Context: an optimization exercise on an open-source flow, tuned for small area and a short achievable clock period. The choices shown serve that exercise and are no tape-out recipe.
Where RTL was checked, it was by simulation tests only, not by an equivalence proof against the original.

== old ==
## fpu_top
module fpu_top (
	input  logic             clk,
	input  logic             i_rst_n,
	input  logic [1:0]       i_op,
	input  logic [31:0]      i_a,
	input  logic [31:0]      i_b,
	output logic [31:0]      o_result
);
==> module fpu_adder, before the edit <==
module fpu_adder (
	input  fpu_pkg::float_t i_a,
	input  fpu_pkg::float_t i_b,
	output logic [27:0]     o_near_raw,
	output logic [4:0]      o_near_lz,
	input  logic [24:2]     i_near_norm,
	output logic            o_near,
	output fpu_pkg::float_t o_near_sum,
	output fpu_pkg::float_t o_far_sum
);
	logic        a_big;
	logic [7:0]  a_exp;
	logic [7:0]  b_exp;
	logic [23:0] a_mant;
	logic [23:0] b_mant;
	logic [8:0]  d_ab;
	logic [8:0]  d_ba;
	logic        a_ge;
	logic        big_sign;
	logic [7:0]  big_exp;
	logic [7:0]  big_exp_p1;
	logic [27:0] raw;
	logic [4:0]  lz;
	logic [7:0]  exp_n;
	logic        e_co;
	logic [7:0]  diff;
	logic        eff_sub;
	logic        near;
	fpu_pkg::float_t far_sum;
	fpu_pkg::float_t near_sum;
	assign a_exp  = i_a.f.exp | {7'b0, ~|i_a.f.exp};
	assign b_exp  = i_b.f.exp | {7'b0, ~|i_b.f.exp};
	assign a_mant = {|i_a.f.exp, i_a.f.frac};
	assign b_mant = {|i_b.f.exp, i_b.f.frac};
	logic [30:0] cmp_sum;
	fpu_pfx_add #(.W(31)) u_cmp (
		.i_a   (i_a.word[30:0]),
		.i_b   (~i_b.word[30:0]),
		.i_ci  (1'b1),
		.o_sum (cmp_sum),
		.o_co  (a_big)
	);
	logic co_dab;
	logic co_dba;
	fpu_pfx_add #(.W(9)) u_dab (
		.i_a   ({1'b0, a_exp}),
		.i_b   ({1'b1, ~b_exp}),
		.i_ci  (1'b1),
		.o_sum (d_ab),
		.o_co  (co_dab)
	);
	fpu_pfx_add #(.W(9)) u_dba (
		.i_a   ({1'b0, b_exp}),
		.i_b   ({1'b1, ~a_exp}),
		.i_ci  (1'b1),
		.o_sum (d_ba),
		.o_co  (co_dba)
	);
	assign a_ge = ~d_ab[8];
	assign diff = a_ge ? d_ab[7:0] : d_ba[7:0];
	assign eff_sub = i_a.f.sign ^ i_b.f.sign;
	fpu_add_far u_far (
		.i_sign       (big_sign),
		.i_exp        (big_exp),
		.i_big_mant   (a_big ? a_mant : b_mant),
		.i_small_mant (a_big ? b_mant : a_mant),
		.i_diff       (diff),
		.i_sub        (eff_sub),
		.o_raw        (raw),
		.o_exp_p1     (big_exp_p1),
		.o_sum        (far_sum)
	);
	assign big_sign = a_big ? i_a.f.sign : i_b.f.sign;
	assign big_exp  = a_ge ? a_exp : b_exp;
	assign near = ~|raw[27:25];
	fpu_lzc32 u_lzc (.i_v({raw, 4'b0}), .o_cnt(lz));
	fpu_pfx_add #(.W(8)) u_exp (.i_a(big_exp_p1), .i_b({3'b111, ~lz}), .i_ci(1'b1), .o_sum(exp_n), .o_co(e_co));
	always_comb begin
		if (raw == '0) begin
			near_sum.word = '0;
		end else begin
			near_sum.f.sign = big_sign;
			near_sum.f.exp  = exp_n;
			near_sum.f.frac = i_near_norm;
		end
	end
	assign o_near_raw = raw;
	assign o_near_lz  = lz;
	assign o_near     = near;
	assign o_near_sum = near_sum;
	assign o_far_sum  = far_sum;
endmodule
clock: 17.0 ns
lec_check: 0
abc_area: 1
cap_margin: 20
core_margin: 2
core_utilization: 40
slew_margin: 20
standard.sh (not shown) runs the stock make flow with config.mk's settings and CLKGATE_MAP_FILE= SYNTH_SCRIPT=/design/flow/synth_recipe.tcl, a recipe that flattens the netlist after the stock synthesis.
==> flow/flow/run.sh <==
#!/bin/bash
set -euo pipefail
ARGS=("SETUP_SLACK_MARGIN=5.5" "BUFFER_PORTS_ARGS=-buffer_cell sky130_fd_sc_hd__buf_2")
bash standard.sh "${ARGS[@]}" synth > flow_synth.log 2>&1
R=orfs/results/${FLOW_PLATFORM:-sky130hd}/fpu_top/base
cp "$R/1_2_yosys.v" "$R/1_2_yosys_std.v"
python3 flow/fixfa2.py "$R/1_2_yosys_std.v" "$R/1_2_yosys.v" > flow_fixfa.log 2>&1
touch "$R/1_2_yosys.v"
bash standard.sh "${ARGS[@]}" finish > flow_make.log 2>&1
Other scripts of this flow, unchanged in this note and not shown: flow/flow/fixfa2.py
Both conditions hold for old: the flow ran to the end and the final layout passed the timing, DRC and antenna checks.
Inputs modified between old and new:
--- a/flow/design.v
+++ b/flow/design.v
@@ -245,11 +245,10 @@
 	logic [7:0]  b_exp;
 	logic [23:0] a_mant;
 	logic [23:0] b_mant;
 	logic [8:0]  d_ab;
 	logic [8:0]  d_ba;
-	logic        a_ge;
 	logic        big_sign;
 	logic [7:0]  big_exp;
 	logic [7:0]  big_exp_p1;
 	logic [27:0] raw;
 	logic [4:0]  lz;
@@ -286,12 +285,11 @@
 		.i_b   ({1'b1, ~a_exp}),
 		.i_ci  (1'b1),
 		.o_sum (d_ba),
 		.o_co  (co_dba)
 	);
-	assign a_ge = ~d_ab[8];
-	assign diff = a_ge ? d_ab[7:0] : d_ba[7:0];
+	assign diff = a_big ? d_ab[7:0] : d_ba[7:0];
 	assign eff_sub = i_a.f.sign ^ i_b.f.sign;
 	fpu_add_far u_far (
 		.i_sign       (big_sign),
 		.i_exp        (big_exp),
 		.i_big_mant   (a_big ? a_mant : b_mant),
@@ -301,11 +299,11 @@
 		.o_raw        (raw),
 		.o_exp_p1     (big_exp_p1),
 		.o_sum        (far_sum)
 	);
 	assign big_sign = a_big ? i_a.f.sign : i_b.f.sign;
-	assign big_exp  = a_ge ? a_exp : b_exp;
+	assign big_exp  = a_big ? a_exp : b_exp;
 	assign near = ~|raw[27:25];
 	fpu_lzc32 u_lzc (.i_v({raw, 4'b0}), .o_cnt(lz));
 	fpu_pfx_add #(.W(8)) u_exp (.i_a(big_exp_p1), .i_b({3'b111, ~lz}), .i_ci(1'b1), .o_sum(exp_n), .o_co(e_co));
 	always_comb begin
 		if (raw == '0) begin
--- outcome ---
- Final-layout clock-cell area share across new and old: no real change.
- Delta (new minus old): area after synthesis increased by about 0.65% relative to the old numbers, normalized max-slew margin decreased 11 points.
- Final design area excluding fillers, new and old, higher one = new.
- Comparing signed area change from the synthesized netlist to the final layout for new and old, the bigger number came from new.
- Final critical-path setup slack is lower on new
- Changes observed in new relative to old: first-pass GRT wire length went up about 2.5%.

* * *

fpu_top, a different RTL version from the one above (not shown whole).
For scale: roughly 4800 cells after synthesis, roughly 100 I/O pins.
## fpu_top
module fpu_top (
	input  logic             clk,
	input  logic             i_rst_n,
	input  logic [1:0]       i_op,
	input  logic [31:0]      i_a,
	input  logic [31:0]      i_b,
	output logic [31:0]      o_result
);
	fpu_pkg::float_t a_w;
	fpu_pkg::float_t b_w;
	logic   is_sub;
	logic   is_mul;
	logic   is_rsv;
	fpu_pkg::float_t eff_b;
	logic   sel_a;
	logic   sel_b;
	logic   sel_zero;
	logic   sel_inf;
	logic   sel_arith;
	fpu_pkg::float_t near_sum;
	fpu_pkg::float_t far_sum;
	logic   near;
	fpu_pkg::float_t product;
	logic   sel_near;
	logic   sel_far;
	logic   sel_prod;
	logic   sign_x;
	logic [31:0] early;
	logic [31:0] next_result;
	logic [25:0] near_raw;
	logic [4:0]  near_lz;
	logic [47:0] prod_raw;
	logic [5:0]  prod_shift;
	logic [47:0] sh_in;
	logic [5:0]  sh_amt;
	logic [47:0] sh_out;
	assign a_w.word = i_a;
	assign b_w.word = i_b;
	assign is_sub = (i_op == fpu_pkg::op_sub);
	assign is_mul = (i_op == fpu_pkg::op_mul);
	assign is_rsv = (i_op == fpu_pkg::op_rsv);
	always_comb begin
		eff_b        = b_w;
		eff_b.f.sign = b_w.f.sign ^ is_sub;
	end
	fpu_special_case u_special (
		.i_a        (a_w),
		.i_b        (eff_b),
		.i_is_mul   (is_mul),
  ...
==> module fpu_adder, before the edit <==
module fpu_adder (
	input  fpu_pkg::float_t i_a,
	input  fpu_pkg::float_t i_b,
	output logic [25:0]     o_near_raw,
	output logic [4:0]      o_near_lz,
	input  logic [24:2]     i_near_norm,
	output logic            o_near,
	output fpu_pkg::float_t o_near_sum,
	output fpu_pkg::float_t o_far_sum
);
	logic        a_big;
	logic [7:0]  a_exp;
	logic [7:0]  b_exp;
	logic [23:0] a_mant;
	logic [23:0] b_mant;
	logic [23:0] a_rev;
	logic [23:0] b_rev;
	logic [4:0]  a_tz;
	logic [4:0]  b_tz;
	logic [8:0]  d_ab;
	logic [8:0]  d_ba;
	logic        a_ge;
	logic [7:0]  diff;
	logic        eff_sub;
	logic        near;
	fpu_pkg::float_t far_sum;
	fpu_pkg::float_t near_sum;
	assign a_exp  = i_a.f.exp | {7'b0, ~|i_a.f.exp};
	assign b_exp  = i_b.f.exp | {7'b0, ~|i_b.f.exp};
	assign a_mant = {|i_a.f.exp, i_a.f.frac};
	assign b_mant = {|i_b.f.exp, i_b.f.frac};
	logic [30:0] cmp_sum;
	fpu_pfx_add #(.W(31)) u_cmp (
		.i_a   (i_a.word[30:0]),
		.i_b   (~i_b.word[30:0]),
		.i_ci  (1'b1),
		.o_sum (cmp_sum),
		.o_co  (a_big)
	);
	logic co_dab;
	logic co_dba;
	fpu_pfx_add #(.W(9)) u_dab (
		.i_a   ({1'b0, a_exp}),
		.i_b   ({1'b1, ~b_exp}),
		.i_ci  (1'b1),
		.o_sum (d_ab),
		.o_co  (co_dab)
	);
	fpu_pfx_add #(.W(9)) u_dba (
		.i_a   ({1'b0, b_exp}),
		.i_b   ({1'b1, ~a_exp}),
		.i_ci  (1'b1),
		.o_sum (d_ba),
		.o_co  (co_dba)
	);
	assign a_ge = ~d_ab[8];
	assign diff = a_ge ? d_ab[7:0] : d_ba[7:0];
	always_comb begin
		for (int i = 0; i < 24; i++) begin
			a_rev[i] = a_mant[23-i];
			b_rev[i] = b_mant[23-i];
		end
	end
	fpu_lzc32 u_tza (.i_v({a_rev, 8'hff}), .o_cnt(a_tz));
	fpu_lzc32 u_tzb (.i_v({b_rev, 8'hff}), .o_cnt(b_tz));
	assign eff_sub = i_a.f.sign ^ i_b.f.sign;
	assign near = (diff[7:1] == 7'd0) & (eff_sub | ~(a_mant[23] | b_mant[23]));
	fpu_add_far u_far (
		.i_sign       (a_ge ? i_a.f.sign : i_b.f.sign),
		.i_exp        (a_ge ? a_exp : b_exp),
		.i_big_mant   (a_ge ? a_mant : b_mant),
		.i_small_mant (a_ge ? b_mant : a_mant),
		.i_small_tz   (a_ge ? b_tz : a_tz),
		.i_diff       (diff),
		.i_sub        (eff_sub),
		.o_sum        (far_sum)
	);
	fpu_add_near u_near (
		.i_a_sign (i_a.f.sign),
		.i_b_sign (i_b.f.sign),
		.i_a_exp  (a_exp),
		.i_b_exp  (b_exp),
		.i_a_mant (a_mant),
		.i_b_mant (b_mant),
		.i_a_big  (a_big),
		.i_sub    (eff_sub),
		.o_raw    (o_near_raw),
		.o_lz     (o_near_lz),
		.i_norm   (i_near_norm),
		.o_sum    (near_sum)
	);
	assign o_near     = near;
	assign o_near_sum = near_sum;
	assign o_far_sum  = far_sum;
endmodule
clock: 17.0 ns
lec_check: 0
abc_area: 1
cap_margin: 20
core_margin: 2
core_utilization: 40
setup_slack_margin: 5
slew_margin: 20
==> flow/flow/run.sh <==
#!/bin/bash
# The standard layout (the standard.sh with its unchanged synthesis) with two changes:
#  - the port buffers that placement puts on every input and output are
#    sky130_fd_sc_hd__buf_4 instead of the delay cell buffer_ports picks by itself;
#  - between synthesis and floorplan, flow/fixfa2.py removes inverters around the full
#    adders by choosing each adder's polarity (a full adder is self-dual); the netlist's
#    function is unchanged.
# Each tool's output goes to a log of its own here; ORFS keeps its step logs in orfs/logs.
set -euo pipefail
ARGS=("BUFFER_PORTS_ARGS=-buffer_cell sky130_fd_sc_hd__buf_4")
bash standard.sh "${ARGS[@]}" synth > flow_synth.log 2>&1
R=orfs/results/${FLOW_PLATFORM:-sky130hd}/fpu_top/base
cp "$R/1_2_yosys.v" "$R/1_2_yosys_std.v"
python3 flow/fixfa2.py "$R/1_2_yosys_std.v" "$R/1_2_yosys.v" > flow_fixfa.log 2>&1
touch "$R/1_2_yosys.v"
bash standard.sh "${ARGS[@]}" finish > flow_make.log 2>&1
Other scripts of this flow, unchanged in this note and not shown: flow/flow/fixfa2.py
Then changed:
--- a/flow/design.v
+++ b/flow/design.v
@@ -311,20 +311,22 @@
 	fpu_pkg::float_t far_sum;
 	fpu_pkg::float_t near_sum;
 	assign a_exp  = i_a.f.exp | {7'b0, ~|i_a.f.exp};
 	assign b_exp  = i_b.f.exp | {7'b0, ~|i_b.f.exp};
 	assign a_mant = {|i_a.f.exp, i_a.f.frac};
 	assign b_mant = {|i_b.f.exp, i_b.f.frac};
-	logic [30:0] cmp_sum;
-	fpu_pfx_add #(.W(31)) u_cmp (
-		.i_a   (i_a.word[30:0]),
-		.i_b   (~i_b.word[30:0]),
+	logic [23:0] cmp_sum;
+	logic        a_mge;
+	fpu_pfx_add #(.W(24)) u_cmp (
+		.i_a   (a_mant),
+		.i_b   (~b_mant),
 		.i_ci  (1'b1),
 		.o_sum (cmp_sum),
-		.o_co  (a_big)
+		.o_co  (a_mge)
 	);
+	assign a_big = (a_exp[0] ^ b_exp[0]) ? a_ge : a_mge;
 	logic co_dab;
 	logic co_dba;
 	fpu_pfx_add #(.W(9)) u_dab (
 		.i_a   ({1'b0, a_exp}),
 		.i_b   ({1'b1, ~b_exp}),
 		.i_ci  (1'b1),
Effect:
- The new run finished with timing, DRC and antenna clean
- fmax hardly moves
- non-clock buffer count came out higher by 33
- worst setup slack is better by 27 ps
- core utilization is higher by 0.24 points
- wire length is higher by a few percent
- die area shrinks slightly
The RTL of the second run of this note was laid out without a check of its function.

-- separate check: timing with driven ports --
The flow's constraints put no driver on any port. The routed layouts listed below were extracted and timed again, unchanged, in two steps. Step 1: set_driving_cell puts a clkbuf_16 on clk and a buf_2 on each other input, an assumption about the parent block. Step 2, shift: input delay + t, output delay - t, t = (earliest + latest rising clock arrival at the registers) / 2. This alone moves slack from input paths to output paths. Slacks: no drivers / after step 1 / after step 2; pairs: no drivers / after step 1.
run	t (ns)	slack for setup (ns)	worst hold slack (ns)	worst register clock-pin slew, ns	worst data-port slew with drivers (ns)
old	0.307	5.873 / 5.886 / 5.579	3.176 / 3.164 / 3.471	0.05 / 0.05	0.10
new	0.307	5.839 / 5.850 / 5.543	3.187 / 3.180 / 3.488	0.06 / 0.06	0.11
the first run of note 2	0.312	5.466 / 5.475 / 5.163	3.065 / 3.057 / 3.369	0.06 / 0.06	0.10
the second run of note 2	0.317	5.494 / 5.509 / 5.192	3.076 / 3.063 / 3.380	0.06 / 0.06	0.05
After both steps setup and hold are still met in every run listed. For the first run of note 2, which loses most, drivers alone change the setup slack by +0.009 ns; drivers and shift together by -0.303 ns.
